From an optimization exercise on the open Yosys and OpenROAD flow, aimed at small area and a short achievable clock period; shortcuts taken in it are not production practice. At most, simulation tests tie the RTL to the original design; equivalence was not proved. No functional check of the RTL was part of runs 4 to 7. Power figures rest on the tool's default switching activity, not on a simulated workload.

## flow/run.sh

```bash
#!/bin/bash
# synth_recipe.tcl (not shown) runs the flow's synth.tcl, then flattens the netlist and writes it again
# the make line also repeats each setting of config.mk as NAME=value (left out here)
make -C /OpenROAD-flow-scripts/flow DESIGN_CONFIG=/design/flow/config.mk WORK_HOME=/design/flow/orfs CLKGATE_MAP_FILE= SYNTH_SCRIPT=/design/flow/synth_recipe.tcl finish
```

## flow/config.mk

```make
export PLATFORM = sky130hd
export DESIGN_NAME = logic_probe_trigger
export DESIGN_NICKNAME = logic_probe_trigger
export VERILOG_FILES = /design/flow/design.v
export SDC_FILE = /design/flow/constraint.sdc
export NUM_CORES = 4
export LEC_CHECK = 0
export CAP_MARGIN = 20
export CORE_MARGIN = 2
export CORE_UTILIZATION = 40
export SLEW_MARGIN = 20
```

## flow/constraint.sdc

```tcl
create_clock -name core_clock -period 3.5 [get_ports {clock}]
set_input_delay 0.7000 -clock core_clock [delete_from_list [all_inputs] [get_ports {clock}]]
set_output_delay 0.7000 -clock core_clock [all_outputs]
set_load 0.01 [all_outputs]
```

## flow/design.v

```verilog
module logic_probe_trigger #(
    parameter int WIDTH = 128,
    parameter int CNTW  = 16
) (
    input  logic                  clock,
    input  logic                  reset,
    input  logic                  arm,
    input  logic [WIDTH-1:0]      channels,
    input  logic [WIDTH-1:0]      match_mask,
    input  logic [WIDTH-1:0]      match_value,
    input  logic [WIDTH-1:0]      edge_mask,
    input  logic [CNTW-1:0]       occurrences,
    input  logic [CNTW-1:0]       delay,
    input  logic [CNTW-1:0]       sample_div,
    output logic [WIDTH-1:0]      channels_out,
    output logic                  trigger,
    output logic                  sample,
    output logic [1:0]            status
);
    localparam logic [1:0] IDLE  = 2'd0;
    localparam logic [1:0] ARMED = 2'd1;
    localparam logic [1:0] DELAY = 2'd2;
    localparam logic [1:0] FIRED = 2'd3;
    logic [1:0]       state_q;
    logic [WIDTH-1:0] ch_q;
    logic [WIDTH-1:0] chout_q;
    logic             rst_q;
    logic [WIDTH-1:0] mask_q;
    logic [WIDTH-1:0] value_q;
    logic [WIDTH-1:0] edge_q;
    logic [CNTW-1:0]  occ_cnt_q;
    logic [CNTW-1:0]  dly_cnt_q;
    logic [CNTW-1:0]  div_cnt_q;
    logic             trigger_q;
    logic             sample_q;
    logic [WIDTH-1:0] bit_ok_s;
    logic             match_s;
    logic             arm_ok_s;
    logic             clr_s;
    logic             occ_gt1_s;
    logic             dly_zero_s;
    logic             dly_le1_s;
    always_comb begin
        bit_ok_s   = ~mask_q | (~(ch_q ^ value_q) & (~edge_q | (chout_q ^ value_q)));
        match_s    = &bit_ok_s;
        arm_ok_s   = arm && (state_q != FIRED);
        occ_gt1_s  = |occ_cnt_q[CNTW-1:1];
        dly_zero_s = (dly_cnt_q == {CNTW{1'b0}});
        dly_le1_s  = ~|dly_cnt_q[CNTW-1:1];
        clr_s      = reset | rst_q;
    end
    always_ff @(posedge clock) begin
        ch_q    <= channels;
        rst_q   <= reset;
        chout_q <= clr_s ? {WIDTH{1'b0}} : ch_q;
    end
    always_ff @(posedge clock) begin
        if (arm_ok_s) begin
            mask_q  <= match_mask;
            value_q <= match_value;
            edge_q  <= edge_mask;
        end
    end
    always_ff @(posedge clock) begin
        if (arm_ok_s) begin
            occ_cnt_q <= (occurrences == {CNTW{1'b0}}) ? {{(CNTW-1){1'b0}}, 1'b1} : occurrences;
        end else if (state_q == ARMED && match_s && occ_gt1_s) begin
            occ_cnt_q <= occ_cnt_q - {{(CNTW-1){1'b0}}, 1'b1};
        end
    end
    always_ff @(posedge clock) begin
        if (arm_ok_s) begin
            dly_cnt_q <= delay;
        end else if (state_q == DELAY) begin
            dly_cnt_q <= dly_cnt_q - {{(CNTW-1){1'b0}}, 1'b1};
        end
    end
    always_ff @(posedge clock) begin
        if (reset) begin
            state_q   <= IDLE;
            trigger_q <= 1'b0;
        end else if (arm_ok_s) begin
            state_q   <= ARMED;
        end else if (state_q == ARMED) begin
            if (match_s && !occ_gt1_s) begin
                state_q   <= dly_zero_s ? FIRED : DELAY;
                trigger_q <= dly_zero_s;
            end
        end else if (state_q == DELAY) begin
            if (dly_le1_s) begin
                state_q   <= FIRED;
                trigger_q <= 1'b1;
            end
        end
    end
    always_ff @(posedge clock) begin
        if (reset) begin
            div_cnt_q <= {CNTW{1'b0}};
            sample_q  <= 1'b0;
        end else if (div_cnt_q == {CNTW{1'b0}}) begin
            div_cnt_q <= sample_div;
            sample_q  <= 1'b1;
        end else begin
            div_cnt_q <= div_cnt_q - {{(CNTW-1){1'b0}}, 1'b1};
            sample_q  <= 1'b0;
        end
    end
    assign channels_out = chout_q;
    assign trigger      = trigger_q;
    assign sample       = sample_q;
    assign status       = state_q;
endmodule
```

==> results of run 1 <==
==> cells by family after synthesis <==
group | synth area share (%)
adder cells (fa/ha/maj) | 0.357
flip-flops | 73.4
XOR/XNOR | 1.25
AND/OR/NAND/NOR | 11.5
AO/OA/AOI/OAI | 11.4
buffers and inverters | 2.04
==> placed cells by master (no fill, tap or decap), types with 3 or more instances in the layout <==
cell                              synthesis  routed
sky130_fd_sc_hd__a21boi_1                35      35
sky130_fd_sc_hd__nor4_1                  14      14
sky130_fd_sc_hd__clkbuf_16                0      76
sky130_fd_sc_hd__or3_1                    3       3
sky130_fd_sc_hd__inv_1                  106     106
sky130_fd_sc_hd__nand2_1                 43      43
sky130_fd_sc_hd__diode_2                  0      14
sky130_fd_sc_hd__a2111oi_2                5       5
sky130_fd_sc_hd__ha_1                     7       7
sky130_fd_sc_hd__nor3_1                   9       9
sky130_fd_sc_hd__bufinv_16                0       8
sky130_fd_sc_hd__nand4_1                 10      10
sky130_fd_sc_hd__a21boi_2                14      14
sky130_fd_sc_hd__xor2_1                  11      11
sky130_fd_sc_hd__o21ai_0                 26      25
sky130_fd_sc_hd__a221oi_1                96      96
sky130_fd_sc_hd__edfxtp_1               416     416
sky130_fd_sc_hd__and2_1                 130     130
sky130_fd_sc_hd__a2111oi_0               24      21
sky130_fd_sc_hd__a21oi_1                  6       6
sky130_fd_sc_hd__clkinv_2                 0      13
sky130_fd_sc_hd__a311oi_1                 3       3
sky130_fd_sc_hd__a22oi_1                 34      34
sky130_fd_sc_hd__buf_4                    0      22
sky130_fd_sc_hd__clkinv_1                 1      14
sky130_fd_sc_hd__dfxtp_1                277     277
sky130_fd_sc_hd__a211oi_1                15      15
sky130_fd_sc_hd__buf_12                   0       8
sky130_fd_sc_hd__xnor2_1                 24      24
sky130_fd_sc_hd__clkbuf_8                 0       5
sky130_fd_sc_hd__clkdlybuf4s50_1          0     694
sky130_fd_sc_hd__clkbuf_1                24      18
sky130_fd_sc_hd__nor2_1                 171     170
sky130_fd_sc_hd__a2111oi_1                3       6
sky130_fd_sc_hd__nand2b_1               134     134
sky130_fd_sc_hd__a21boi_0                79      79
==> state kept, by name, summed over array words and instances, names as in the netlist <==
| register | flops |
|---|---|
| value_q | 128 |
| mask_q | 128 |
| chout_q | 128 |
| occ_cnt_q | 16 |
| trigger_q | 1 |
| edge_q | 128 |
| ch_q | 128 |
| rst_q | 1 |
| state_q | 2 |
| div_cnt_q | 16 |
| sample_q | 1 |
| dly_cnt_q | 16 |
==> per-layer routing <==
metal  global-route usage (%)  vias up
li1                         -     7980
met1                     25.3     8042
met2                     40.3      555
met3                     8.64      136
met4                     7.71       34
met5                        0        -
==> critical path: stages, from the launching register on <==
cell and delay [ps]:
sky130_fd_sc_hd__edfxtp_1 390, sky130_fd_sc_hd__a21boi_1 160, sky130_fd_sc_hd__a22oi_1 120, sky130_fd_sc_hd__a2111oi_1 660, sky130_fd_sc_hd__buf_4 240, sky130_fd_sc_hd__nand4_1 280, sky130_fd_sc_hd__nor4_4 400, sky130_fd_sc_hd__buf_4 190
sky130_fd_sc_hd__nand2_1 50, sky130_fd_sc_hd__o21ai_1 120, sky130_fd_sc_hd__buf_4 250
==> where the power goes <==
group | switching [mW] | total, mW | internal (mW) | leakage (nW)
Sequential | 0.352 | 9.67 | 9.32 | 6.38
Clock | 3.13 | 7.82 | 4.69 | 1.19
Combinational | 0.847 | 2.04 | 1.19 | 5.53
==> path summary, 6_finish.rpt <==
check,startpoint,endpoint,slack (ps)
worst max register to register,edge_q[46],occ_cnt_q[15],340
worst max-delay path,edge_q[46],occ_cnt_q[15],340
worst min register to register,div_cnt_q[0],div_cnt_q[0],460
worst min-delay path,div_cnt_q[0],div_cnt_q[0],460
==> area by class of cell <==
cell class                 count  share of cell area (%)
antenna                       14                  0.0995
clock buffer                  99                    5.79
clock inverter                38                    1.11
inverter                     107                    1.16
multi-input combinational    923                    17.2
sequential                   693                    51.2
tap                          782                    2.78
timing repair buffer         724                    20.7
==> what timing repair did <==
action / 4_1_cts / 5_1_grt
setup endpoints to repair: 16 / 16
cloned: 0 / 0
gates resized for setup: 1 / 2
==> stage by stage <==
step,hold slack (ps),area (sq um),util (%),TNS [ps],power [mW]
after detailed placement,458,32700,54.0,-262,11.9
after global placement,458,32700,54.0,0,11.8
after CTS,470,35200,58.0,0,19.7
final,461,35200,58.1,0,19.5
after global routing,492,35200,58.1,0,20.3
after floorplan,427,24600,-,0,10.7
==> flow_summary.json, run 1 <==
{
  "rsz0062_at_grt": "false",
  "die_h_um": 252,
  "status": "complete, no violations",
  "minimum_period_implied_by_the_final_worst_setup_slack_ps": 3160,
  "seq_area_frac_synth_pct": 73.4,
  "rows": 90,
  "hp-class": "register to register",
  "starting_density_of_the_core_pct": 40.5,
  "clock_skew_ps": 22.8,
  "placement.io_buffers": 694,
  "synth-edff-count": 416,
  "critPathCaptureType": "register",
  "max-clock-path-buffers": 3,
  "global_route_wire_length_before_repair_um": 107000,
  "clock_pin_slew_of_the_registers_on_the_worst_case_setup_and_hold_paths_ps": 60,
  "hold_buffers": 0,
  "ys_seq_elements": 693,
  "place.gp.congestion": 0.874,
  "fp.dieArea_sq_um": 63400,
  "multi_input_area_sq_um": 6040,
  "timing.final.hold_violations": 0,
  "synth_top_area_share_pct": 50.9,
  "finalCritPeriodShare_pct": 90.3,
  "highest_attainable_clock_frequency_mhz": 316,
  "synth_area_leader_cell": "sky130_fd_sc_hd__edfxtp_1",
  "drt-pass1-iter-count": 5,
  "drive_above_1_share_pct": 6.31,
  "layout.nets": 3095,
  "syn-num-nets": 2319,
  "preCtsSetupSlack_ps": -16.9,
  "m1_wire_length_um": 27600,
  "viasPerCell": 4.95,
  "largest_fanout_of_any_net_on_the_critical_path": 16,
  "area.growth.synth_to_final_pct": 43.3,
  "coreArea_sq_um": 60600,
  "worst_ep_arrival_time_ps": 3430,
  "relSlewSlack_pct": 38.0,
  "cts_tree": "yes",
  "worstMarginPinSlew_ps": 930,
  "storage_cell_area_sq_um": 18000,
  "worst_slack_ps": 340,
  "antenna_found_initial": 33,
  "globalRoute.totalOverflow": 0,
  "async_flop_share_pct": 0,
  "power.static_leakage_nw": 13.1,
  "max_cap_violations": 0,
  "non_filler_cells_final": 3380,
  "worst_ir_drop_vdd_mv": 0.310,
  "synthDistinctLibCells": 48,
  "leading_register_cell_type_out_of_synthesis": "sky130_fd_sc_hd__edfxtp_1",
  "clk-insertion-delay-late_ps": 590,
  "netlist_top_cells_area": "sky130_fd_sc_hd__edfxtp_1, sky130_fd_sc_hd__dfxtp_1, sky130_fd_sc_hd__a221oi_1, sky130_fd_sc_hd__nand2b_1, sky130_fd_sc_hd__and2_1",
  "average_wire_length_per_cell_after_detail_routing_um": 21.8,
  "worst_r2r_path_depth": 10,
  "cts_setup_buffers": 0,
  "cts.sink_count": 693,
  "critical_path_required_ps": 3770,
  "drc": 0,
  "grt_start_max_net_pins": 70,
  "setup_viol": 0,
  "grt_util_all_layers_pct": 22.8,
  "drv_slew": 0,
  "critPathLaunchType": "register",
  "final.fill_count": 4941,
  "worst-setup-path-type": "register to register",
  "root_buffer": "sky130_fd_sc_hd__clkbuf_16",
  "dp_hpwl_um": 57300,
  "wirelength_um": 73600,
  "ant_nets": 0,
  "hold_depth": 1,
  "ios": 695,
  "chipWidth_um": 252,
  "number_of_vias_in_the_routed_layout": 16700,
  "first_global_vias": 17500,
  "post-place-cells": 3229,
  "syn-cell-area_sq_um": 24600,
  "dr.first_iter.drc_count": 885,
  "routed.top_layer": "met5",
  "syn_area_per_cell_sq_um": 14.0,
  "power.density_cell_area_nw_per_um2": 555,
  "cts_buffers": 76,
  "post_synth_inst_count": 1749,
  "ctsHtreeMaxLevel": 3,
  "ys.warnings.count": 1,
  "synth_top_cells_by_count": "sky130_fd_sc_hd__edfxtp_1, sky130_fd_sc_hd__dfxtp_1, sky130_fd_sc_hd__nor2_1",
  "post-synth-top-count-cell": "sky130_fd_sc_hd__edfxtp_1",
  "detailed_route_wirelength_on_metal3_um": 6560,
  "detailroute.wirelength.met2_um": 37400
}
==> inputs of run 2 (changes only) <==
--- a/flow/config.mk
+++ b/flow/config.mk
@@ -7,2 +7,3 @@
 export LEC_CHECK = 0
+export ABC_CLOCK_PERIOD_IN_PS = 1500
 export CAP_MARGIN = 20
==> run 2 against run 1 <==
Compared with the run above:
- still clean
- clock skew stayed put
- critical path depth did not move
- first-iteration DRC count did not move
- setup slack stayed put
- register-to-register slack about the same
- design area stayed put
- largest cell class unchanged
- highest routed layer unchanged
==> flow_summary.json, run 2 <==
{
  "ctsHtreeMaxLevel": 3,
  "mostFrequentLayoutCell": "sky130_fd_sc_hd__clkdlybuf4s50_1",
  "fp.dieArea_sq_um": 63400,
  "number_of_vias_in_the_routed_layout": 16700,
  "relSlewSlack_pct": 38.0,
  "synth_area_leader_cell": "sky130_fd_sc_hd__edfxtp_1",
  "drc": 0,
  "synth_top_cells_by_count": "sky130_fd_sc_hd__edfxtp_1, sky130_fd_sc_hd__dfxtp_1, sky130_fd_sc_hd__nor2_1",
  "first_global_vias": 17500,
  "yosys.area_share.xor_xnor_pct": 1.25,
  "leading_register_cell_type_out_of_synthesis": "sky130_fd_sc_hd__edfxtp_1",
  "ios": 695,
  "global_route_wire_length_before_repair_um": 107000,
  "placement.io_buffers": 694,
  "grt_start_max_net_pins": 70,
  "rsz0062_at_grt": "false",
  "cts_buffers": 76,
  "critical_path_required_ps": 3770,
  "syn-cell-area_sq_um": 24600,
  "wirelength_um": 73600,
  "drv_slew": 0,
  "stdcell_area_sq_um": 35200,
  "worst_ir_drop_vdd_mv": 0.310,
  "syn-num-nets": 2319,
  "clock_pin_slew_of_the_registers_on_the_worst_case_setup_and_hold_paths_ps": 60,
  "drive_above_1_share_pct": 6.31,
  "antenna_found_initial": 33,
  "post_synth_simple_gate_area_pct": 11.5,
  "post-synth-top-count-cell": "sky130_fd_sc_hd__edfxtp_1",
  "root_buffer": "sky130_fd_sc_hd__clkbuf_16",
  "starting_density_of_the_core_pct": 40.5,
  "cts.repair.resized": 1,
  "critPathCaptureType": "register",
  "setup_viol": 0,
  "post_synth_inst_count": 1749,
  "final.fill_count": 4941,
  "reg2reg_slack_ps": 340,
  "seq_area_frac_synth_pct": 73.4,
  "detailed_place.area_sq_um": 32700,
  "largest_family_of_logic_cells_by_synthesized_area": "simple AND/OR/NAND/NOR gates",
  "hold_buffers": 0,
  "status": "complete, no violations",
  "syn_area_per_cell_sq_um": 14.0,
  "layout.nets": 3095,
  "synth-compound-area-share_pct": 11.4,
  "power.static_leakage_nw": 13.1,
  "yosys.area_share.adder_pct": 0.357,
  "grt_util_all_layers_pct": 22.8,
  "cts_tree": "yes",
  "average_wire_length_per_cell_after_detail_routing_um": 21.8,
  "layout_common_cells": "sky130_fd_sc_hd__clkdlybuf4s50_1, sky130_fd_sc_hd__edfxtp_1, sky130_fd_sc_hd__dfxtp_1",
  "synthDistinctLibCells": 48,
  "synth_top_area_share_pct": 50.9,
  "ant_nets": 0,
  "viasPerCell": 4.95,
  "cts_setup_buffers": 0,
  "dr.first_iter.drc_count": 885,
  "cts.sink_count": 693,
  "preCtsSetupSlack_ps": -16.9,
  "rows": 90,
  "netlist_top_cells_area": "sky130_fd_sc_hd__edfxtp_1, sky130_fd_sc_hd__dfxtp_1, sky130_fd_sc_hd__a221oi_1, sky130_fd_sc_hd__nand2b_1, sky130_fd_sc_hd__and2_1",
  "post_synth_mux_area_share_pct": 0,
  "hp-class": "register to register",
  "critPathLaunchType": "register",
  "chipWidth_um": 252,
  "async_flop_share_pct": 0,
  "globalRoute.totalOverflow": 0,
  "coreArea_sq_um": 60600,
  "dp_hpwl_um": 57300,
  "timing.final.hold_violations": 0,
  "finalCritPeriodShare_pct": 90.3,
  "clock_skew_ps": 22.8,
  "die_h_um": 252,
  "area.growth.synth_to_final_pct": 43.3,
  "synth-edff-count": 416,
  "worstMarginPinSlew_ps": 930,
  "worst_ep_arrival_time_ps": 3430,
  "max_cap_violations": 0,
  "power.density_cell_area_nw_per_um2": 555,
  "drt-pass1-iter-count": 5,
  "place.gp.congestion": 0.874,
  "ys_seq_elements": 693,
  "worst_slack_ps": 340,
  "ys.warnings.count": 1,
  "minimum_period_implied_by_the_final_worst_setup_slack_ps": 3160,
  "clk-insertion-delay-late_ps": 590,
  "max-clock-path-buffers": 3,
  "highest_attainable_clock_frequency_mhz": 316,
  "largest_fanout_of_any_net_on_the_critical_path": 16,
  "worst-setup-path-type": "register to register"
}
-- run 2: cell counts after synthesis --
No cell type changed its count.
-- run 2: area by class of cell --
class                      count  area, sq um  share of cell area, %
inverter                     107          409                   1.16
timing repair buffer         724         7270                   20.7
clock inverter                38          390                   1.11
antenna                       14         35.0                 0.0995
sequential                   693        18000                   51.2
multi-input combinational    923         6040                   17.2
clock buffer                  99         2040                   5.79
tap                          782          978                   2.78
-- run 2: worst max-delay path: stages (launching register included) --
cell	delay [ps]
sky130_fd_sc_hd__edfxtp_1	390
sky130_fd_sc_hd__a21boi_1	160
sky130_fd_sc_hd__a22oi_1	120
sky130_fd_sc_hd__a2111oi_1	660
sky130_fd_sc_hd__buf_4	240
sky130_fd_sc_hd__nand4_1	280
sky130_fd_sc_hd__nor4_4	400
sky130_fd_sc_hd__buf_4	190
sky130_fd_sc_hd__nand2_1	50
sky130_fd_sc_hd__o21ai_1	120
sky130_fd_sc_hd__buf_4	250
-- run 2: final timing paths --
| check | start | depth (start not counted) | end |
|---|---|---|---|
| setup reg to reg | edge_q[46] | 10 | occ_cnt_q[15] |
| hold / removal | div_cnt_q[0] | 1 | div_cnt_q[0] |
| setup / recovery | edge_q[46] | 10 | occ_cnt_q[15] |
| hold reg to reg | div_cnt_q[0] | 1 | div_cnt_q[0] |
-- run 2: logic make-up (layout without fill, tap and decap cells) --
group / count (synthesis) / count (layout)
xor gates and xnor gates: 35 / 35
buffers and inverters: 133 / 968
and+or+nand+nor: 531 / 531
DFF: 693 / 693
AOI/OAI and AO/OA: 350 / 350
other: 0 / 14
adders and majority gates: 7 / 7
-- run 2: per-layer routing --
| layer | up-vias | GRT usage, % | part of all wire, % |
|---|---|---|---|
| met1 | 8042 | 25.3 | 37 |
| met3 | 136 | 8.64 | 8.9 |
| li1 | 7980 | - | - |
| met4 | 34 | 7.71 | 2.6 |
| met2 | 555 | 40.3 | 51 |
| met5 | - | 0 | 0.32 |
-- run 2: where the power goes --
part | switching [mW] | leakage (nW) | total, mW | internal, mW
sequential | 0.352 | 6.38 | 9.67 | 9.32
combinational | 0.847 | 5.53 | 2.04 | 1.19
clock | 3.13 | 1.19 | 7.82 | 4.69
total | 4.33 | 13.1 | 19.5 | 15.2
-- run 2: through the flow --
stage	utilization (%)	instances	total power, mW	hold slack [ps]	setup TNS [ps]
2_1_floorplan	-	1749	10.7	427	0
4_1_cts	58.0	3366	19.7	470	0
3_5_place_dp	54.0	3229	11.9	458	-262
3_3_place_gp	54.0	3229	11.8	458	0
5_1_grt	58.1	3377	20.3	492	0
6_report	58.1	3380	19.5	461	0
==> inputs of run 3 (changes only) <==
--- a/flow/config.mk
+++ b/flow/config.mk
@@ -7,3 +7,3 @@
 export LEC_CHECK = 0
-export ABC_CLOCK_PERIOD_IN_PS = 1500
+export ABC_CLOCK_PERIOD_IN_PS = 1800
 export CAP_MARGIN = 20
@@ -11,2 +11,4 @@
 export CORE_UTILIZATION = 40
+export SETUP_SLACK_MARGIN = 1.7
 export SLEW_MARGIN = 20
+export TNS_END_PERCENT = 5
==> run 3 against run 2 <==
Compared with the run above:
- critical path depth unchanged
- utilization increased by 0.75 points
- design area increased by 1.3%
- first-iteration DRC count decreased by 3.7%
- routed wire length increased by 3.2%
- total power increased by 1.7%
- fmax increased by 9.1%
- synthesized area unchanged
- critical path type unchanged
- critical endpoint unchanged
- largest power group unchanged
==> flow_summary.json, run 3 <==
{
  "preCtsSetupSlack_ps": 182,
  "netlist_top_cells_area": "sky130_fd_sc_hd__edfxtp_1, sky130_fd_sc_hd__dfxtp_1, sky130_fd_sc_hd__a221oi_1, sky130_fd_sc_hd__nand2b_1, sky130_fd_sc_hd__and2_1",
  "clk-insertion-delay-late_ps": 620,
  "average_wire_length_per_cell_after_detail_routing_um": 22.4,
  "hold_buffers": 0,
  "leading_register_cell_type_out_of_synthesis": "sky130_fd_sc_hd__edfxtp_1",
  "timing.critical_path.slowest_stage_cell": "sky130_fd_sc_hd__nor4_2",
  "ios": 695,
  "rsz0062_at_grt": "true",
  "timing.final.hold_violations": 0,
  "synth-edff-count": 416,
  "crit_chain": "a21boi_1 > a221oi_1 > a2111oi_2 > buf_4 > nand4_1 > nor4_2 > buf_4 > nand2_4 > o21ai_4 > clkbuf_16",
  "relSlewSlack_pct": 45.6,
  "coreArea_sq_um": 60600,
  "syn-cell-area_sq_um": 24600,
  "reg2reg_slack_ps": 600,
  "cts_tree": "yes",
  "seq_area_frac_synth_pct": 73.4,
  "fp.dieArea_sq_um": 63400,
  "place.gp.congestion": 0.865,
  "chipWidth_um": 252,
  "final.fill_count": 4789,
  "drt-pass1-iter-count": 5,
  "crit_path_max_incr_delay_ps": 420,
  "power.static_leakage_nw": 13.2,
  "worst-setup-path-type": "register to register",
  "clock_skew_ps": 25.1,
  "ctsHtreeMaxLevel": 3,
  "root_buffer": "sky130_fd_sc_hd__clkbuf_16",
  "dr.first_iter.drc_count": 852,
  "die_h_um": 252,
  "first_global_vias": 17300,
  "minimum_period_implied_by_the_final_worst_setup_slack_ps": 2900,
  "hp-class": "register to register",
  "synthDistinctLibCells": 48,
  "worst_r2r_path_depth": 10,
  "dp_hpwl_um": 58200,
  "ys_seq_elements": 693,
  "clock_pin_slew_of_the_registers_on_the_worst_case_setup_and_hold_paths_ps": 60,
  "critPathCaptureType": "register",
  "finalCritPeriodShare_pct": 82.7,
  "mostFrequentLayoutCell": "sky130_fd_sc_hd__clkdlybuf4s50_1",
  "cts_buffers": 75,
  "placement.io_buffers": 694,
  "area.growth.synth_to_final_pct": 45.2,
  "layout_common_cells": "sky130_fd_sc_hd__clkdlybuf4s50_1, sky130_fd_sc_hd__edfxtp_1, sky130_fd_sc_hd__dfxtp_1",
  "worst_setup_endpoint": "occ_cnt_q[15]",
  "rows": 90,
  "syn_area_per_cell_sq_um": 14.0,
  "starting_density_of_the_core_pct": 40.5,
  "ant_nets": 0,
  "setup_viol": 0,
  "highest_attainable_clock_frequency_mhz": 345,
  "post-place-cells": 3222,
  "ys.warnings.count": 1,
  "max-clock-path-buffers": 3,
  "worst_reg2reg_startpoint": "edge_q[79]",
  "startpoint": "edge_q[79]",
  "wirelength_um": 76000,
  "synth_top_cells_by_count": "sky130_fd_sc_hd__edfxtp_1, sky130_fd_sc_hd__dfxtp_1, sky130_fd_sc_hd__nor2_1",
  "max_cap_violations": 0,
  "number_of_vias_in_the_routed_layout": 16800,
  "drc": 0,
  "drv_slew": 0,
  "post-synth-top-count-cell": "sky130_fd_sc_hd__edfxtp_1",
  "critical_path.most_common_cell": "sky130_fd_sc_hd__buf_4",
  "non_filler_cells_final": 3391,
  "largest_fanout_of_any_net_on_the_critical_path": 8,
  "drive_above_1_share_pct": 9.14,
  "globalRoute.totalOverflow": 0,
  "worst_ep_arrival_time_ps": 3220,
  "rr_endpoint": "occ_cnt_q[15]",
  "viasPerCell": 4.96,
  "power.density_cell_area_nw_per_um2": 557,
  "worst_ir_drop_vdd_mv": 0.453,
  "async_flop_share_pct": 0,
  "critical_path_required_ps": 3820,
  "synth_area_leader_cell": "sky130_fd_sc_hd__edfxtp_1",
  "post_synth_inst_count": 1749,
  "syn-num-nets": 2319,
  "status": "complete, no violations",
  "layout.nets": 3101,
  "cts.sink_count": 693,
  "worst_slack_ps": 604,
  "critPathLaunchType": "register",
  "worstMarginPinSlew_ps": 816,
  "global_route_wire_length_before_repair_um": 108000,
  "grt_util_all_layers_pct": 23.2,
  "antenna_found_initial": 36,
  "grt_start_max_net_pins": 131,
  "timing.setup.tns_ps": 0,
  "synth_top_area_share_pct": 50.9
}
run 3: cell counts after synthesis:
No cell type changed its count.
run 3: per-stage QoR:
step                total power [mW]  util (%)  instance area (sq um)  hold slack, ps
detailed placement              11.9      54.0                  32700             467
global placement                11.8      53.9                  32700             459
global route                    20.7      58.8                  35600             497
CTS                             19.8      58.4                  35400             480
finish                          19.9      58.9                  35700             478
floorplan                       10.7         -                  24600             427
run 3: per-layer routing:
layer	vias up	global-route usage [%]	part of all wire [%]	routed length, um
li1	7980	-	-	-
met1	8093	25.6	37	27900
met2	546	41.0	52	39200
met3	149	9.16	8.9	6760
met4	36	7.20	2.6	1950
met5	-	0	0.33	253
run 3: power by group:
part	internal, mW	switching (mW)	leakage [nW]	total (mW)
clock network	4.59	3.20	1.19	7.79
registers	9.32	0.392	6.38	9.71
logic	1.35	0.997	5.63	2.35
run 3: how the worst min path moves through the flow:
stage / from / end / slack, ps / depth (start not counted)
final: ch_q[54] / chout_q[54] / 480 / 1
after global routing: channels[70] / ch_q[70] / 500 / 1
after CTS: ch_q[54] / chout_q[54] / 480 / 1
after detailed placement: ch_q[54] / chout_q[54] / 470 / 1
after global placement: ch_q[121] / chout_q[121] / 460 / 1
after floorplan: div_cnt_q[0] / div_cnt_q[0] / 430 / 1
run 3: layout make-up:
type | instances | area (sq um) | share of cell area (%)
tap | 782 | 978 | 2.74
timing repair buffer | 728 | 7290 | 20.5
clock inverter | 28 | 272 | 0.761
multi-input combinational | 926 | 6430 | 18.0
clock buffer | 110 | 2160 | 6.06
antenna | 17 | 42.5 | 0.119
inverter | 107 | 428 | 1.20
sequential | 693 | 18100 | 50.6
run 3: repair_timing:
action / 4_1_cts / 5_1_grt
cloned: 1 / 3
setup buffers: 3 / 7
pin swaps: 22 / 13
gates resized for setup: 101 / 40
endpoints found under the setup margin: 522 / 591
run 3: kinds of logic after synthesis:
logic type,count (synthesis),share of synthesized area [%]
flip-flops,693,73.4
XOR/XNOR,35,1.25
buffers and inverters,133,2.04
AND/OR/NAND/NOR,531,11.5
adder cells (fa/ha/maj),7,0.357
AO/OA/AOI/OAI,350,11.4
run 3: worst max-delay path, delay by kind of cell, from the launching register on:
kind	cells	cell delay, ps
compound gates	4	860
simple gates	3	790
buf+inv	3	570
flops	1	390
==> inputs of run 4 (changes only) <==
--- a/flow/design.v
+++ b/flow/design.v
@@ -31,2 +31,3 @@
     logic [CNTW-1:0]  occ_cnt_q;
+    logic             occ_dec_q;
     logic [CNTW-1:0]  dly_cnt_q;
@@ -39,13 +40,26 @@
     logic             clr_s;
-    logic             occ_gt1_s;
-    logic             dly_zero_s;
-    logic             dly_le1_s;
+    logic             more_s;
+    logic [1:0]       hit_state_s;
+    logic [1:0]       idle_state_s;
+    logic             count_s;
     always_comb begin
-        bit_ok_s   = ~mask_q | (~(ch_q ^ value_q) & (~edge_q | (chout_q ^ value_q)));
-        match_s    = &bit_ok_s;
-        arm_ok_s   = arm && (state_q != FIRED);
-        occ_gt1_s  = |occ_cnt_q[CNTW-1:1];
-        dly_zero_s = (dly_cnt_q == {CNTW{1'b0}});
-        dly_le1_s  = ~|dly_cnt_q[CNTW-1:1];
-        clr_s      = reset | rst_q;
+        bit_ok_s = ~mask_q | (~(ch_q ^ value_q) & (~edge_q | (chout_q ^ value_q)));
+        match_s  = &bit_ok_s;
+        arm_ok_s = arm && (state_q != FIRED);
+        clr_s    = reset | rst_q;
+        more_s   = occ_dec_q ? (|occ_cnt_q[CNTW-1:2] | &occ_cnt_q[1:0]) : |occ_cnt_q[CNTW-1:1];
+        count_s  = (state_q == ARMED) && !arm_ok_s;
+        if (arm_ok_s) begin
+            idle_state_s = ARMED;
+            hit_state_s  = ARMED;
+        end else if (state_q == ARMED) begin
+            idle_state_s = ARMED;
+            hit_state_s  = more_s ? ARMED : ((dly_cnt_q == {CNTW{1'b0}}) ? FIRED : DELAY);
+        end else if (state_q == DELAY && ~|dly_cnt_q[CNTW-1:1]) begin
+            idle_state_s = FIRED;
+            hit_state_s  = FIRED;
+        end else begin
+            idle_state_s = state_q;
+            hit_state_s  = state_q;
+        end
     end
@@ -64,5 +78,6 @@
     always_ff @(posedge clock) begin
+        occ_dec_q <= count_s && match_s && more_s;
         if (arm_ok_s) begin
             occ_cnt_q <= (occurrences == {CNTW{1'b0}}) ? {{(CNTW-1){1'b0}}, 1'b1} : occurrences;
-        end else if (state_q == ARMED && match_s && occ_gt1_s) begin
+        end else if (occ_dec_q) begin
             occ_cnt_q <= occ_cnt_q - {{(CNTW-1){1'b0}}, 1'b1};
@@ -81,14 +96,8 @@
             trigger_q <= 1'b0;
-        end else if (arm_ok_s) begin
-            state_q   <= ARMED;
-        end else if (state_q == ARMED) begin
-            if (match_s && !occ_gt1_s) begin
-                state_q   <= dly_zero_s ? FIRED : DELAY;
-                trigger_q <= dly_zero_s;
-            end
-        end else if (state_q == DELAY) begin
-            if (dly_le1_s) begin
-                state_q   <= FIRED;
-                trigger_q <= 1'b1;
-            end
+        end else if (match_s) begin
+            state_q   <= hit_state_s;
+            trigger_q <= (hit_state_s == FIRED);
+        end else begin
+            state_q   <= idle_state_s;
+            trigger_q <= (idle_state_s == FIRED);
         end
==> flow/flow/run.sh (new file) <==
#!/bin/bash
# Standard layout, with plain buffers (buf_1) on the ports instead of the default delay buffers.
set -euo pipefail
bash standard.sh "BUFFER_PORTS_ARGS=-buffer_cell sky130_fd_sc_hd__buf_1" finish > standard_make.log 2>&1
==> flow/standard.sh (new file) <==
#!/bin/bash
# synth_recipe.tcl (not shown) runs the flow's synth.tcl, then flattens the netlist and writes it again
# the make line also repeats each setting of config.mk as NAME=value (left out here)
make -C /OpenROAD-flow-scripts/flow DESIGN_CONFIG=/design/flow/config.mk WORK_HOME=/design/flow/orfs CLKGATE_MAP_FILE= SYNTH_SCRIPT=/design/flow/synth_recipe.tcl "${@:-finish}"
--- a/flow/config.mk
+++ b/flow/config.mk
@@ -7,3 +7,2 @@
 export LEC_CHECK = 0
-export ABC_CLOCK_PERIOD_IN_PS = 1800
 export CAP_MARGIN = 20
@@ -11,4 +10,2 @@
 export CORE_UTILIZATION = 40
-export SETUP_SLACK_MARGIN = 1.7
 export SLEW_MARGIN = 20
-export TNS_END_PERCENT = 5
removed: flow/run.sh
==> run 4 against run 3 <==
Compared with the run above:
- total power decreased by 4.5%
- fmax decreased by 3.9%
- non-clock buffer count decreased by 9
- global-route usage decreased by 2.6 points
- clock skew decreased by 8.3 ps
- setup slack got worse by 120 ps
- sequential share of layout area increased by 8.4 points
- synthesized cell count decreased by 0.11%
- clock power increased by 3.7%
- critical endpoint is now trigger_q
- largest cell class unchanged
- highest routed layer unchanged
==> flow_summary.json, run 4 <==
{
  "status": "complete, no violations",
  "dp_hpwl_um": 50400,
  "layout.nets": 3087,
  "syn-cell-area_sq_um": 24200,
  "layout_common_cells": "sky130_fd_sc_hd__buf_1, sky130_fd_sc_hd__edfxtp_1, sky130_fd_sc_hd__dfxtp_1",
  "minimum_period_implied_by_the_final_worst_setup_slack_ps": 3010,
  "critPathCaptureType": "register",
  "critPathLaunchType": "register",
  "worst_setup_endpoint": "trigger_q",
  "number_of_vias_in_the_routed_layout": 16600,
  "cts_setup_buffers": 0,
  "post_synth_inst_count": 1747,
  "viasPerCell": 4.90,
  "power.static_leakage_nw": 11.0,
  "power.share.switching_pct": 22.6,
  "fp.dieArea_sq_um": 62600,
  "ys.warnings.count": 1,
  "max-clock-path-buffers": 3,
  "antenna_found_initial": 22,
  "timing.setup.tns_ps": 0,
  "clock_skew_ps": 16.7,
  "average_wire_length_per_cell_after_detail_routing_um": 19.4,
  "crit_path_max_incr_delay_ps": 780,
  "drc": 0,
  "worst-setup-path-type": "register to register",
  "place.gp.congestion": 0.922,
  "netlist_top_cells_area": "sky130_fd_sc_hd__edfxtp_1, sky130_fd_sc_hd__dfxtp_1, sky130_fd_sc_hd__and2_1, sky130_fd_sc_hd__nand2b_1, sky130_fd_sc_hd__nor2_1",
  "dr.first_iter.drc_count": 876,
  "critical_path.most_common_cell": "sky130_fd_sc_hd__nand4_1",
  "timing.critical_path.slowest_stage_cell": "sky130_fd_sc_hd__a2111oi_0",
  "root_buffer": "sky130_fd_sc_hd__clkbuf_16",
  "grt_util_all_layers_pct": 20.6,
  "seq_area_frac_synth_pct": 74.5,
  "clock_pin_slew_of_the_registers_on_the_worst_case_setup_and_hold_paths_ps": 60,
  "worst_ep_arrival_time_ps": 3520,
  "placement.io_buffers": 694,
  "timing.critical_path.buf_inv": 1,
  "ctsHtreeMaxLevel": 3,
  "critical_path.top_delay_family": "compound AO/OA/AOI/OAI gates",
  "relSlewSlack_pct": 39.4,
  "globalRoute.totalOverflow": 0,
  "chipWidth_um": 250,
  "highest_attainable_clock_frequency_mhz": 332,
  "ant_nets": 0,
  "share_comb_of_total_power_pct": 7.3,
  "hp-class": "primary input to register",
  "synth_top_cells_by_count": "sky130_fd_sc_hd__edfxtp_1, sky130_fd_sc_hd__dfxtp_1, sky130_fd_sc_hd__nor2_1",
  "coreArea_sq_um": 60100,
  "worst_reg2reg_startpoint": "edge_q[30]",
  "timing.critical_path.depth": 8,
  "worstMarginPinSlew_ps": 886,
  "global_route_wire_length_before_repair_um": 97600,
  "mostFrequentLayoutCell": "sky130_fd_sc_hd__buf_1",
  "cts.repair.resized": 0,
  "starting_density_of_the_core_pct": 40.3,
  "power.density_cell_area_nw_per_um2": 620,
  "hold_buffers": 0,
  "rr_endpoint": "trigger_q",
  "cts_buffers": 75,
  "die_h_um": 250,
  "syn-num-nets": 2316,
  "clk-insertion-delay-late_ps": 620,
  "worst_ir_drop_vdd_mv": 0.410,
  "area.growth.synth_to_final_pct": 26.2,
  "clkPwrFrac_pct": 42.6,
  "critical_path_required_ps": 4000,
  "worst_r2r_path_depth": 8,
  "max_cap_violations": 0,
  "ios": 695,
  "synthDistinctLibCells": 40,
  "grt_start_max_net_pins": 74,
  "synth-edff-count": 416,
  "finalCritPeriodShare_pct": 86.1,
  "timing.final.hold_violations": 0,
  "drive_above_1_share_pct": 5.54,
  "ys_seq_elements": 694,
  "synth_area_leader_cell": "sky130_fd_sc_hd__edfxtp_1",
  "final.fill_count": 5361,
  "stdcell_area_sq_um": 30600,
  "cts_tree": "yes",
  "syn_area_per_cell_sq_um": 13.9,
  "wirelength_um": 65700,
  "rsz0062_at_grt": "false",
  "drt-pass1-iter-count": 7,
  "synth_top_area_share_pct": 51.5,
  "startpoint": "edge_q[30]",
  "crit_chain": "a21boi_0 > a221oi_1 > a2111oi_0 > nand4_1 > nor4_1 > buf_4 > nand4_1 > a2111oi_2",
  "drv_slew": 0,
  "rows": 90,
  "p_sw_mw": 4.28,
  "largest_fanout_of_any_net_on_the_critical_path": 3,
  "setup_viol": 0,
  "pwr-share-seq_pct": 50.1,
  "cts.sink_count": 694,
  "async_flop_share_pct": 0,
  "first_global_vias": 17100,
  "post-synth-top-count-cell": "sky130_fd_sc_hd__edfxtp_1",
  "p_int_mw": 14.7,
  "detailed_place.area_sq_um": 28000,
  "reg2reg_slack_ps": 490,
  "leading_register_cell_type_out_of_synthesis": "sky130_fd_sc_hd__edfxtp_1"
}
-- run 4: changes by cell type after synthesis, sizes merged, moves of 24 or more --
| cell | change |
|---|---|
| nand3 | +32 |
| a32oi | +24 |
| a221oi | -43 |
| nand2 | +37 |
| a21boi | -30 |
| o21ai | +26 |
| nand2b | -32 |
-- run 4: worst register-to-register path: cells and delay by family (launching register included) --
family          cells  cell delay, ps
compound gates      4            1470
simple gates        3             860
flops               1             390
buf+inv             1             180
-- run 4: cells by family after synthesis --
logic type	synth area share, %
compound gates	10.0
buf+inv	1.77
flops	74.5
fa+ha+maj	0.310
xor+xnor	1.45
mux	0.0465
simple gates	11.9
-- run 4: per-layer routing --
layer / track usage (%) / wire (um) / vias to the layer above
met5: 0 / 115 / -
met4: 8.33 / 2310 / 18
met3: 7.51 / 5620 / 140
met2: 36.4 / 33300 / 600
met1: 22.4 / 24300 / 7853
li1: - / - / 7948
-- run 4: area by class of cell --
| class | instances | area, sq um | share of cell area (%) |
|---|---|---|---|
| flip-flops and latches | 694 | 18100 | 59.0 |
| inverters | 89 | 342 | 1.12 |
| multi-input cells | 939 | 5770 | 18.9 |
| well taps | 782 | 978 | 3.20 |
| repair buffers | 719 | 2830 | 9.25 |
| diodes | 14 | 35.0 | 0.115 |
| clock buffers | 101 | 2070 | 6.75 |
| clock inverters | 39 | 507 | 1.66 |
-- run 4: worst min-delay path by stage --
stage / start / end / slack (ps) / depth (start not counted)
after floorplan: div_cnt_q[0] / div_cnt_q[0] / 440 / 1
after global placement: ch_q[110] / chout_q[110] / 460 / 1
after detailed placement: ch_q[29] / chout_q[29] / 470 / 1
after CTS: channels[29] / ch_q[29] / 130 / 1
after global routing: channels[61] / ch_q[61] / 130 / 1
final: channels[61] / ch_q[61] / 170 / 1
-- run 4: power groups by stage --
stage,registers [mW],logic (mW),clock network [mW]
floorplan,9.64,0.806,0
global placement,9.65,1.35,0
detailed placement,9.67,1.39,0
CTS,9.51,1.40,8.25
global route,9.57,1.55,8.57
finish,9.51,1.38,8.08
-- run 4: metrics by stage --
| stage | total power [mW] | hold slack (ps) | utilization (%) | instances | worst slack, ps |
|---|---|---|---|---|---|
| 3_3_place_gp | 11.0 | 457 | 46.5 | 3223 | 602 |
| 4_1_cts | 19.2 | 131 | 50.8 | 3363 | 455 |
| 5_1_grt | 19.7 | 133 | 50.8 | 3373 | 205 |
| 3_5_place_dp | 11.1 | 468 | 46.5 | 3223 | 482 |
| 6_report | 19.0 | 172 | 50.9 | 3377 | 487 |
| 2_1_floorplan | 10.4 | 438 | - | 1747 | 442 |
==> inputs of run 5 (changes only) <==
--- a/flow/config.mk
+++ b/flow/config.mk
@@ -9,3 +9,4 @@
 export CORE_MARGIN = 2
-export CORE_UTILIZATION = 40
+export CORE_UTILIZATION = 60
+export SETUP_SLACK_MARGIN = 1.9
 export SLEW_MARGIN = 20
==> run 5 against run 4 <==
Compared with the run above:
- still clean on timing, DRC and antenna
- clock skew decreased by 3.3 ps
- sequential share of layout area is 2.4 points lower
- design area increased by 5.3%
- non-clock buffer count grew 30
- global-route usage grew 13 points
- sequential cell count stayed put
- first-iteration DRC count increased by 50%
- setup slack gained 520 ps
- total power up 0.63%
- utilization grew 30 points
- die area down 33%
==> flow_summary.json, run 5 <==
{
  "yosys.area_share.xor_xnor_pct": 1.45,
  "critical_path.most_common_cell": "sky130_fd_sc_hd__nand4_1",
  "largest_fanout_of_any_net_on_the_critical_path": 3,
  "die_h_um": 205,
  "status": "complete, no violations",
  "coreArea_sq_um": 39800,
  "post_synth_inst_count": 1747,
  "post_synth_mux_area_share_pct": 0.0465,
  "cts_tree": "yes",
  "minimum_period_implied_by_the_final_worst_setup_slack_ps": 2500,
  "grt_start_max_net_pins": 116,
  "timing.setup.tns_ps": 0,
  "layout_common_cells": "sky130_fd_sc_hd__buf_1, sky130_fd_sc_hd__edfxtp_1, sky130_fd_sc_hd__nor2_1",
  "rows": 73,
  "ys_seq_elements": 694,
  "post-place-cells": 2956,
  "post-synth-top-count-cell": "sky130_fd_sc_hd__edfxtp_1",
  "antenna_found_initial": 46,
  "post_synth_simple_gate_area_pct": 11.9,
  "crit_chain": "a21boi_0 > a221oi_1 > a2111oi_1 > nand4_1 > nor4_4 > nand4_1 > a211oi_2",
  "drt-pass1-iter-count": 5,
  "layout.nets": 3112,
  "synth_top_area_share_pct": 51.5,
  "ctsHtreeMaxLevel": 3,
  "starting_density_of_the_core_pct": 60.9,
  "critPathLaunchType": "register",
  "grt_util_all_layers_pct": 34.0,
  "number_of_vias_in_the_routed_layout": 17400,
  "leading_register_cell_type_out_of_synthesis": "sky130_fd_sc_hd__edfxtp_1",
  "cts.sink_count": 694,
  "stdcell_area_sq_um": 32200,
  "syn_area_per_cell_sq_um": 13.9,
  "setup_viol": 0,
  "globalRoute.totalOverflow": 0,
  "detailed_place.area_sq_um": 27700,
  "ys.warnings.count": 1,
  "mostFrequentLayoutCell": "sky130_fd_sc_hd__buf_1",
  "clock_skew_ps": 13.5,
  "fp.dieArea_sq_um": 42000,
  "timing.final.hold_violations": 0,
  "dr.first_iter.drc_count": 1314,
  "crit_path_max_incr_delay_ps": 440,
  "wirelength_um": 74500,
  "critical_path.top_delay_family": "compound AO/OA/AOI/OAI gates",
  "synth_top_cells_by_count": "sky130_fd_sc_hd__edfxtp_1, sky130_fd_sc_hd__dfxtp_1, sky130_fd_sc_hd__nor2_1",
  "power.static_leakage_nw": 12.0,
  "hold_buffers": 0,
  "clk-insertion-delay-late_ps": 590,
  "synthDistinctLibCells": 40,
  "average_wire_length_per_cell_after_detail_routing_um": 23.6,
  "worst-setup-path-type": "register to register",
  "placement.io_buffers": 694,
  "max_cap_violations": 0,
  "global_route_wire_length_before_repair_um": 104000,
  "syn-num-nets": 2316,
  "synth-compound-area-share_pct": 10.0,
  "root_buffer": "sky130_fd_sc_hd__clkbuf_16",
  "critical_path_required_ps": 4000,
  "finalCritPeriodShare_pct": 71.4,
  "preCtsSetupSlack_ps": 636,
  "holdWs_ps": 186,
  "non_filler_cells_final": 3160,
  "async_flop_share_pct": 0,
  "drv_slew": 0,
  "rsz0062_at_grt": "true",
  "cts_buffers": 69,
  "timing.critical_path.buf_inv": 0,
  "timing.critical_path.slowest_stage_cell": "sky130_fd_sc_hd__nor4_4",
  "dp_hpwl_um": 54100,
  "seq_area_frac_synth_pct": 74.5,
  "chipWidth_um": 205,
  "worst_slack_ps": 1000,
  "synth-edff-count": 416,
  "critPathCaptureType": "register",
  "ant_nets": 0,
  "highest_attainable_clock_frequency_mhz": 400,
  "worst_ep_arrival_time_ps": 3000,
  "viasPerCell": 5.52,
  "area.growth.synth_to_final_pct": 32.9,
  "max-clock-path-buffers": 3,
  "syn-cell-area_sq_um": 24200,
  "yosys.area_share.adder_pct": 0.310,
  "drc": 0,
  "drive_above_1_share_pct": 19.3,
  "power.density_cell_area_nw_per_um2": 593,
  "netlist_top_cells_area": "sky130_fd_sc_hd__edfxtp_1, sky130_fd_sc_hd__dfxtp_1, sky130_fd_sc_hd__and2_1, sky130_fd_sc_hd__nand2b_1, sky130_fd_sc_hd__nor2_1",
  "worstMarginPinSlew_ps": 782,
  "synth_area_leader_cell": "sky130_fd_sc_hd__edfxtp_1",
  "place.gp.congestion": 0.933,
  "clock_pin_slew_of_the_registers_on_the_worst_case_setup_and_hold_paths_ps": 60,
  "relSlewSlack_pct": 47.9,
  "ios": 695,
  "first_global_vias": 17600,
  "worst_ir_drop_vdd_mv": 0.506,
  "largest_family_of_logic_cells_by_synthesized_area": "simple AND/OR/NAND/NOR gates",
  "hp-class": "primary input to register"
}
==> run 5: report_power, final <==
part / total (mW) / internal [mW] / switching, mW
clock: 7.45 / 4.36 / 3.09
combinational: 2.05 / 1.00 / 1.05
sequential: 9.59 / 9.22 / 0.367
==> run 5: kinds of logic after synthesis <==
family	after synthesis
AND/OR/NAND/NOR	567
multiplexers	1
adder cells (fa/ha/maj)	6
flip-flops	694
AO/OA/AOI/OAI	325
XOR/XNOR	40
buffers and inverters	114
==> run 5: cell type report <==
class	instances	area, sq um
sequential	694	18200
fill	2311	7620
multi-input combinational	939	6360
timing repair buffer	749	4220
clock buffer	95	1910
tap	525	657
inverter	89	360
clock inverter	33	358
antenna	35	87.6
timing repair inverter	1	16.3
==> run 5: final timing paths <==
path                                   start          to  slack, ps  depth (start not counted)
worst min-delay path            channels[48]    ch_q[48]        190                          1
worst max register to register    edge_q[33]  state_q[1]       1000                          7
worst max-delay path              edge_q[33]  state_q[1]       1000                          7
worst min register to register       ch_q[6]  chout_q[6]        470                          1
==> run 5: metal layers <==
layer  up-vias  wire length, um  GRT usage (%)
met3       203             7430           13.7
li1       8008                -              -
met5         -              176              0
met2       775            38000           58.9
met1      8437            25800           36.3
met4        24             3080           15.9
==> run 5: repair_timing <==
item                                    CTS  global route
gates resized for setup                 556            52
endpoints found under the setup margin  518           526
cloned                                    4             5
buffers inserted                         20            12
pin swaps                                17            14
==> run 5: per-stage QoR <==
stage / power (mW) / utilization [%]
2_1_floorplan: 10.5 / -
3_3_place_gp: 11.0 / 69.5
3_5_place_dp: 11.1 / 69.5
4_1_cts: 18.9 / 79.6
5_1_grt: 19.7 / 80.8
6_report: 19.1 / 80.9
==> inputs of run 6 (changes only) <==
--- a/flow/design.v
+++ b/flow/design.v
@@ -44,5 +44,24 @@
     logic             count_s;
+    logic [31:0] grp4_n_s;
+    logic [15:0] grp8_s;
+    logic [3:0]  grp32_n_s;
+    logic [1:0]  grp64_s;
+    for (genvar i = 0; i < WIDTH; i++) begin : g_bit
+        lpt_bit_ok u_ok (.q(ch_q[i]), .qq(chout_q[i]), .m(mask_q[i]), .v(value_q[i]),
+                         .e(edge_q[i]), .ok(bit_ok_s[i]));
+    end
+    for (genvar i = 0; i < 32; i++) begin : g_l1
+        lpt_nand4 u_n (.a(bit_ok_s[4*i +: 4]), .y(grp4_n_s[i]));
+    end
+    for (genvar i = 0; i < 16; i++) begin : g_l2
+        lpt_nor2 u_n (.a(grp4_n_s[2*i +: 2]), .y(grp8_s[i]));
+    end
+    for (genvar i = 0; i < 4; i++) begin : g_l3
+        lpt_nand4 u_n (.a(grp8_s[4*i +: 4]), .y(grp32_n_s[i]));
+    end
+    for (genvar i = 0; i < 2; i++) begin : g_l4
+        lpt_nor2 u_n (.a(grp32_n_s[2*i +: 2]), .y(grp64_s[i]));
+    end
+    assign match_s = &grp64_s;
     always_comb begin
-        bit_ok_s = ~mask_q | (~(ch_q ^ value_q) & (~edge_q | (chout_q ^ value_q)));
-        match_s  = &bit_ok_s;
         arm_ok_s = arm && (state_q != FIRED);
@@ -121 +140,23 @@
 endmodule
+module lpt_bit_ok (
+    input  logic q,
+    input  logic qq,
+    input  logic m,
+    input  logic v,
+    input  logic e,
+    output logic ok
+);
+    assign ok = ~m | (~(q ^ v) & (~e | (qq ^ v)));
+endmodule
+module lpt_nand4 (
+    input  logic [3:0] a,
+    output logic       y
+);
+    assign y = ~&a;
+endmodule
+module lpt_nor2 (
+    input  logic [1:0] a,
+    output logic       y
+);
+    assign y = ~|a;
+endmodule
--- a/flow/config.mk
+++ b/flow/config.mk
@@ -12 +12,2 @@
 export SLEW_MARGIN = 20
+export SYNTH_HIERARCHICAL = 1
==> run 6 against run 5 <==
Compared with the run above:
- utilization down 0.74 points
- total power up 0.87%
- synthesized area up 2.6%
- combinational power up 13%
- clock skew up 17 ps
- synthesized cell count up 3.0%
- sequential power about the same
- sequential cell count unchanged
- setup slack worse by 24 ps
==> flow_summary.json, run 6 <==
{
  "synth-edff-count": 416,
  "timing.final.hold_violations": 0,
  "relSlewSlack_pct": 55.6,
  "clk-insertion-delay-late_ps": 610,
  "area.growth.synth_to_final_pct": 31.6,
  "die_h_um": 208,
  "ys_seq_elements": 694,
  "synth_top_cells_by_count": "sky130_fd_sc_hd__edfxtp_1, sky130_fd_sc_hd__dfxtp_1, sky130_fd_sc_hd__nor2_1",
  "netlist_top_cells_area": "sky130_fd_sc_hd__edfxtp_1, sky130_fd_sc_hd__dfxtp_1, sky130_fd_sc_hd__a221o_1, sky130_fd_sc_hd__a21boi_1, sky130_fd_sc_hd__and2_1",
  "power.density_cell_area_nw_per_um2": 589,
  "rsz0062_at_grt": "true",
  "drive_above_1_share_pct": 19.4,
  "viasPerCell": 5.52,
  "first_global_vias": 17900,
  "worst_ep_arrival_time_ps": 2990,
  "synthDistinctLibCells": 47,
  "clock_skew_ps": 30.0,
  "drc": 0,
  "ios": 695,
  "layout_common_cells": "sky130_fd_sc_hd__buf_1, sky130_fd_sc_hd__edfxtp_1, sky130_fd_sc_hd__nor2_1",
  "status": "complete, no violations",
  "ctsHtreeMaxLevel": 3,
  "critPathLaunchType": "register",
  "finalCritPeriodShare_pct": 72.0,
  "minimum_period_implied_by_the_final_worst_setup_slack_ps": 2520,
  "synth_area_leader_cell": "sky130_fd_sc_hd__edfxtp_1",
  "ant_nets": 0,
  "timing.setup.tns_ps": 0,
  "drt-pass1-iter-count": 8,
  "critical_path_required_ps": 3970,
  "dr.first_iter.drc_count": 1448,
  "placement.io_buffers": 694,
  "cts.sink_count": 694,
  "syn-num-nets": 2369,
  "layout.nets": 3182,
  "wirelength_um": 74500,
  "crit_chain": "a21boi_1 > a221o_1 > nand4_1 > nor2_4 > nand4_1 > nor2_2 > nand3_2 > or3_4 > nor2_2 > a211o_1 > nor4_1",
  "mostFrequentLayoutCell": "sky130_fd_sc_hd__buf_1",
  "worst-setup-path-type": "register to register",
  "setup_viol": 0,
  "number_of_vias_in_the_routed_layout": 17800,
  "coreArea_sq_um": 40800,
  "ys.warnings.count": 7,
  "average_wire_length_per_cell_after_detail_routing_um": 23.1,
  "critical_path.top_delay_family": "simple AND/OR/NAND/NOR gates",
  "power.static_leakage_nw": 12.5,
  "worst_ir_drop_vdd_mv": 0.440,
  "crit_path_max_incr_delay_ps": 380,
  "timing.critical_path.slowest_stage_cell": "sky130_fd_sc_hd__edfxtp_1",
  "drv_slew": 0,
  "seq_area_frac_synth_pct": 72.6,
  "post_synth_inst_count": 1800,
  "post-synth-top-count-cell": "sky130_fd_sc_hd__edfxtp_1",
  "cts_tree": "yes",
  "largest_fanout_of_any_net_on_the_critical_path": 2,
  "async_flop_share_pct": 0,
  "hp-class": "primary input to register",
  "final.fill_count": 2487,
  "clock_pin_slew_of_the_registers_on_the_worst_case_setup_and_hold_paths_ps": 60,
  "globalRoute.totalOverflow": 0,
  "hold_buffers": 0,
  "antenna_found_initial": 39,
  "grt_util_all_layers_pct": 33.2,
  "starting_density_of_the_core_pct": 60.9,
  "leading_register_cell_type_out_of_synthesis": "sky130_fd_sc_hd__edfxtp_1",
  "max-clock-path-buffers": 3,
  "place.gp.congestion": 0.903,
  "critPathCaptureType": "register",
  "rows": 74,
  "highest_attainable_clock_frequency_mhz": 397,
  "global_route_wire_length_before_repair_um": 106000,
  "worstMarginPinSlew_ps": 666,
  "syn-cell-area_sq_um": 24900,
  "cts_buffers": 68,
  "timing.critical_path.buf_inv": 0,
  "chipWidth_um": 208,
  "fp.dieArea_sq_um": 43100,
  "dp_hpwl_um": 54100,
  "holdWs_ps": 182,
  "worst_slack_ps": 979,
  "max_cap_violations": 0,
  "preCtsSetupSlack_ps": 908,
  "syn_area_per_cell_sq_um": 13.8,
  "root_buffer": "sky130_fd_sc_hd__clkbuf_16",
  "grt_start_max_net_pins": 79,
  "synth_top_area_share_pct": 50.2
}
## run 6: cell types whose count changed in the layout (fill, tap and decap cells not counted), sizes merged, moves of 30 or more
cell / previous run / this run
a221oi: 54 / 1
a21boi: 98 / 129
nand2: 80 / 45
nand3: 34 / 4
a22oi: 44 / 0
a221o: 0 / 128
inv: 93 / 140
## run 6: routing by layer
metal  global-route usage [%]  vias up  wire, um
li1                         -     8185         -
met1                     36.5     8606     26000
met2                     58.5      796     38800
met3                     11.1      203      6450
met4                     14.4       26      3070
met5                        0        -       181
## run 6: path summary, 6_finish.rpt
path	start	slack, ps	cells after the start	to
worst max register to register	edge_q[59]	980	11	trigger_q
worst min register to register	ch_q[71]	470	1	chout_q[71]
worst min-delay path	channels[84]	180	1	ch_q[84]
worst max-delay path	edge_q[59]	980	11	trigger_q
## run 6: stage by stage
step / total power, mW / instances / instance area [sq um] / utilization (%)
CTS: 19.1 / 3171 / 32200 / 78.7
detailed placement: 11.3 / 3011 / 28300 / 69.3
floorplan: 10.8 / 1800 / 25000 / -
global placement: 11.3 / 3011 / 28300 / 69.3
global route: 19.8 / 3221 / 32700 / 80.1
finish: 19.3 / 3230 / 32700 / 80.1
## run 6: cells by family (layout without fill, tap and decap cells)
logic type                 Yosys count  count (layout)  synth area share, %
muxes                                2               2               0.0805
xor gates and xnor gates            35              35                 1.23
adders and majority gates            6               6                0.302
other                                0              33                    0
buffers and inverters              165            1026                 2.56
and+or+nand+nor                    581             585                 12.5
DFF                                694             694                 72.6
AOI/OAI and AO/OA                  317             317                 10.7
## run 6: worst register-to-register path, stage by stage (launching register included)
cell and delay (ps):
sky130_fd_sc_hd__edfxtp_1 380, sky130_fd_sc_hd__a21boi_1 170, sky130_fd_sc_hd__a221o_1 200, sky130_fd_sc_hd__nand4_1 180, sky130_fd_sc_hd__nor2_4 200, sky130_fd_sc_hd__nand4_1 250, sky130_fd_sc_hd__nor2_2 260, sky130_fd_sc_hd__nand3_2 110
sky130_fd_sc_hd__or3_4 350, sky130_fd_sc_hd__nor2_2 90, sky130_fd_sc_hd__a211o_1 140, sky130_fd_sc_hd__nor4_1 60
## run 6: cell type report
cell class              count  area [sq um]  area share [%]
repair buffers            763          4220            12.9
inverters                 138           544            1.66
multi-input cells         945          6650            20.3
flip-flops and latches    694         18200            55.7
repair inverters            3          52.6           0.161
diodes                     33          82.6           0.252
well taps                 532           666            2.03
clock buffers             103          2010            6.13
clock inverters            19           258           0.788
## run 6: report_power, final
part	internal [mW]	switching [mW]	total (mW)
combinational	1.14	1.18	2.32
sequential	9.22	0.347	9.56
clock	4.34	3.03	7.37
## run 6: repair_timing
item                                   4_1_cts  5_1_grt
setup endpoints to repair                  560      543
setup buffers                               34       23
resized for setup                          479       63
gates cloned                                 4        3
pin swaps                                   19       35
endpoints found under the hold margin        0        0
## run 6: modules after synthesis, one instance, submodules excluded
module | cells inside | flops+latches | copies in the design
logic_probe_trigger | 1106 | 694 | 1
lpt_nor2 | 1 | 0 | 18
lpt_nand4 | 1 | 0 | 36
lpt_bit_ok | 5 | 0 | 128
==> inputs of run 7 (changes only) <==
--- a/flow/design.v
+++ b/flow/design.v
@@ -36,4 +36,2 @@
     logic             sample_q;
-    logic [WIDTH-1:0] bit_ok_s;
-    logic             match_s;
     logic             arm_ok_s;
@@ -41,9 +39,13 @@
     logic             more_s;
+    logic             count_s;
     logic [1:0]       hit_state_s;
     logic [1:0]       idle_state_s;
-    logic             count_s;
-    logic [31:0] grp4_n_s;
-    logic [15:0] grp8_s;
-    logic [3:0]  grp32_n_s;
-    logic [1:0]  grp64_s;
+    logic [3:0]       hit_d_s;
+    logic [3:0]       idle_d_s;
+    logic [3:0]       next_d_s;
+    logic [WIDTH-1:0] bit_ok_s;
+    logic [31:0]      grp4_n_s;
+    logic [15:0]      grp8_s;
+    logic [3:0]       grp32_n_s;
+    logic [1:0]       grp64_s;
     for (genvar i = 0; i < WIDTH; i++) begin : g_bit
@@ -64,3 +66,6 @@
     end
-    assign match_s = &grp64_s;
+    for (genvar i = 0; i < 4; i++) begin : g_sel
+        lpt_sel u_s (.a(grp64_s[0]), .b(grp64_s[1]), .h(hit_d_s[i]), .i(idle_d_s[i]),
+                     .y(next_d_s[i]));
+    end
     always_comb begin
@@ -83,2 +88,8 @@
         end
+        if (reset) begin
+            idle_state_s = IDLE;
+            hit_state_s  = IDLE;
+        end
+        hit_d_s  = {count_s && more_s, hit_state_s == FIRED, hit_state_s};
+        idle_d_s = {1'b0, idle_state_s == FIRED, idle_state_s};
     end
@@ -97,3 +108,7 @@
     always_ff @(posedge clock) begin
-        occ_dec_q <= count_s && match_s && more_s;
+        state_q   <= next_d_s[1:0];
+        trigger_q <= next_d_s[2];
+        occ_dec_q <= next_d_s[3];
+    end
+    always_ff @(posedge clock) begin
         if (arm_ok_s) begin
@@ -109,14 +124,2 @@
             dly_cnt_q <= dly_cnt_q - {{(CNTW-1){1'b0}}, 1'b1};
-        end
-    end
-    always_ff @(posedge clock) begin
-        if (reset) begin
-            state_q   <= IDLE;
-            trigger_q <= 1'b0;
-        end else if (match_s) begin
-            state_q   <= hit_state_s;
-            trigger_q <= (hit_state_s == FIRED);
-        end else begin
-            state_q   <= idle_state_s;
-            trigger_q <= (idle_state_s == FIRED);
         end
@@ -162 +165,10 @@
 endmodule
+module lpt_sel (
+    input  logic a,
+    input  logic b,
+    input  logic h,
+    input  logic i,
+    output logic y
+);
+    assign y = (a & b) ? h : i;
+endmodule
--- a/flow/config.mk
+++ b/flow/config.mk
@@ -10,2 +10,4 @@
 export CORE_UTILIZATION = 60
+export CTS_CLUSTER_DIAMETER = 60
+export CTS_CLUSTER_SIZE = 24
 export SETUP_SLACK_MARGIN = 1.9
==> run 7 against run 6 <==
Compared with the run above:
- die area increased by 0.49%
- sequential share of layout area increased by 0.38 points
- fmax increased by 7.0%
- synthesized cell count increased by 1.2%
- total power decreased by 9.7%
- sequential power increased by 0.8%
- clock skew decreased by 2.7 ps
- combinational power about the same
- highest routed layer unchanged
==> flow_summary.json, run 7 <==
{
  "clock_pin_slew_of_the_registers_on_the_worst_case_setup_and_hold_paths_ps": 90,
  "holdWs_ps": 185,
  "coreArea_sq_um": 40900,
  "area.growth.synth_to_final_pct": 30.2,
  "chipWidth_um": 208,
  "hp-class": "primary input to register",
  "drt-pass1-iter-count": 5,
  "utilization_pct": 79.5,
  "synth_top_area_share_pct": 50.0,
  "non_filler_cells_final": 3223,
  "clk-insertion-delay-late_ps": 600,
  "clock_skew_ps": 27.3,
  "hold_buffers": 0,
  "critPathLaunchType": "register",
  "post_synth_inst_count": 1821,
  "fp.dieArea_sq_um": 43300,
  "worst_ep_arrival_time_ps": 2890,
  "final.fill_count": 2440,
  "average_wire_length_per_cell_after_detail_routing_um": 23.0,
  "grt_start_max_net_pins": 129,
  "relSlewSlack_pct": 59.1,
  "post-place-cells": 3029,
  "preCtsSetupSlack_ps": 879,
  "cts_tree": "yes",
  "syn-num-nets": 2389,
  "ios": 695,
  "async_flop_share_pct": 0,
  "synth_area_leader_cell": "sky130_fd_sc_hd__edfxtp_1",
  "leading_register_cell_type_out_of_synthesis": "sky130_fd_sc_hd__edfxtp_1",
  "place.gp.congestion": 0.890,
  "synth-edff-count": 416,
  "stdcell_area_sq_um": 32500,
  "syn_area_per_cell_sq_um": 13.7,
  "ant_nets": 0,
  "drive_above_1_share_pct": 20.5,
  "worst_ir_drop_vdd_mv": 0.429,
  "highest_attainable_clock_frequency_mhz": 425,
  "synthDistinctLibCells": 50,
  "globalRoute.totalOverflow": 0,
  "global_route_wire_length_before_repair_um": 105000,
  "synth_top_cells_by_count": "sky130_fd_sc_hd__edfxtp_1, sky130_fd_sc_hd__dfxtp_1, sky130_fd_sc_hd__nor2_1",
  "setup_viol": 0,
  "status": "complete, no violations",
  "largest_fanout_of_any_net_on_the_critical_path": 4,
  "ctsHtreeMaxLevel": 2,
  "placement.io_buffers": 694,
  "reg2reg_slack_ps": 1140,
  "startpoint_of_the_tightest_hold_check_path": "channels[71]",
  "report.power.total_mw": 17.4,
  "grt_util_all_layers_pct": 32.7,
  "rows": 74,
  "worst_r2r_path_depth": 5,
  "cts_buffers": 42,
  "ys_seq_elements": 694,
  "netlist_top_cells_area": "sky130_fd_sc_hd__edfxtp_1, sky130_fd_sc_hd__dfxtp_1, sky130_fd_sc_hd__a221o_1, sky130_fd_sc_hd__a21boi_1, sky130_fd_sc_hd__nand2b_1",
  "timing.final.hold_violations": 0,
  "worstMarginPinSlew_ps": 613,
  "worst_setup_endpoint": "trigger_q",
  "worst_reg2reg_startpoint": "occ_cnt_q[7]",
  "detailed_place.area_sq_um": 28500,
  "drc": 0,
  "root_buffer": "sky130_fd_sc_hd__clkbuf_16",
  "starting_density_of_the_core_pct": 61.0,
  "viasPerCell": 5.57,
  "worst_slack_ps": 1140,
  "post-synth-top-count-cell": "sky130_fd_sc_hd__edfxtp_1",
  "rr_endpoint": "trigger_q",
  "finalCritPeriodShare_pct": 67.3,
  "startpoint": "occ_cnt_q[7]",
  "dp_hpwl_um": 53500,
  "rsz0062_at_grt": "true"
}
[run 7: changes by cell type after synthesis, sizes merged, moves of 5 or more]
| cell | previous run | this run |
|---|---|---|
| nor3 | 12 | 28 |
| nor2 | 189 | 177 |
| xnor2 | 26 | 17 |
| nand2 | 41 | 34 |
| xor2 | 9 | 16 |
| a31oi | 3 | 9 |
| clkbuf | 24 | 30 |
| or4b | 0 | 6 |
| or3 | 4 | 9 |
[run 7: timing repair]
action	CTS	global route
buffers inserted	44	23
pin swaps	28	22
resized for setup	541	64
setup endpoints to repair	583	299
gates cloned	9	4
[run 7: kinds of logic after synthesis]
kind of cell    share of synthesized area, %
fa+ha+maj                              0.250
flops                                   72.3
xor+xnor                                1.16
simple gates                            12.8
buf+inv                                 2.60
compound gates                          10.7
other cells                           0.0150
mux                                    0.280
[run 7: worst min path at each step]
stage              endpoint  slack, ps  cells after the start
6_report           ch_q[71]        180                      1
5_1_grt            ch_q[71]        170                      1
4_1_cts            ch_q[71]        160                      1
3_5_place_dp   chout_q[118]        460                      1
3_3_place_gp    chout_q[27]        450                      1
2_1_floorplan    chout_q[0]        450                      1
[run 7: power by group]
group	switching (mW)	internal, mW
clock	2.87	2.58
sequential	0.412	9.23
combinational	1.16	1.14
total	4.45	12.9
[run 7: final cells by class]
type	instances	area [sq um]	share of cell area (%)
timing repair inverter	3	28.8	0.0885
tap	532	666	2.05
clock inverter	24	259	0.796
timing repair buffer	783	4550	14.0
clock buffer	54	1170	3.60
sequential	694	18300	56.1
antenna	36	90.1	0.277
multi-input combinational	958	6950	21.4
inverter	139	559	1.72
[run 7: Yosys stat by module, one instance, submodules excluded]
| module | cells | copies in the design | area (sq um) | flip-flops and latches |
|---|---|---|---|---|
| lpt_bit_ok | 5 | 128 | 31.3 | 0 |
| logic_probe_trigger | 1119 | 1 | 20600 | 694 |
| lpt_sel | 2 | 4 | 18.8 | 0 |
| lpt_nand4 | 1 | 36 | 6.26 | 0 |
| lpt_nor2 | 1 | 18 | 3.75 | 0 |
[run 7: layer usage]
layer / GRT usage, % / part of all wire [%]
met5: 0 / 0.16
met4: 16.8 / 4.5
met3: 9.74 / 8.9
met2: 55.9 / 51
met1: 37.2 / 36
[run 7: worst max-delay path, stage by stage, from the launching register on]
cell and delay, ps:
sky130_fd_sc_hd__edfxtp_1 480, sky130_fd_sc_hd__or3_4 460, sky130_fd_sc_hd__or4b_4 570, sky130_fd_sc_hd__a2111o_1 440, sky130_fd_sc_hd__a211oi_2 200, sky130_fd_sc_hd__mux2_4 170

Re-timed with assumed drivers on the ports (clkbuf_16 on the clock, buf_2 on other inputs), run 7 has 1.145 ns of setup slack against 1.145 ns with ideal ports, and 1.145 ns once port delays also move by the mid clock arrival of 0.643 ns.
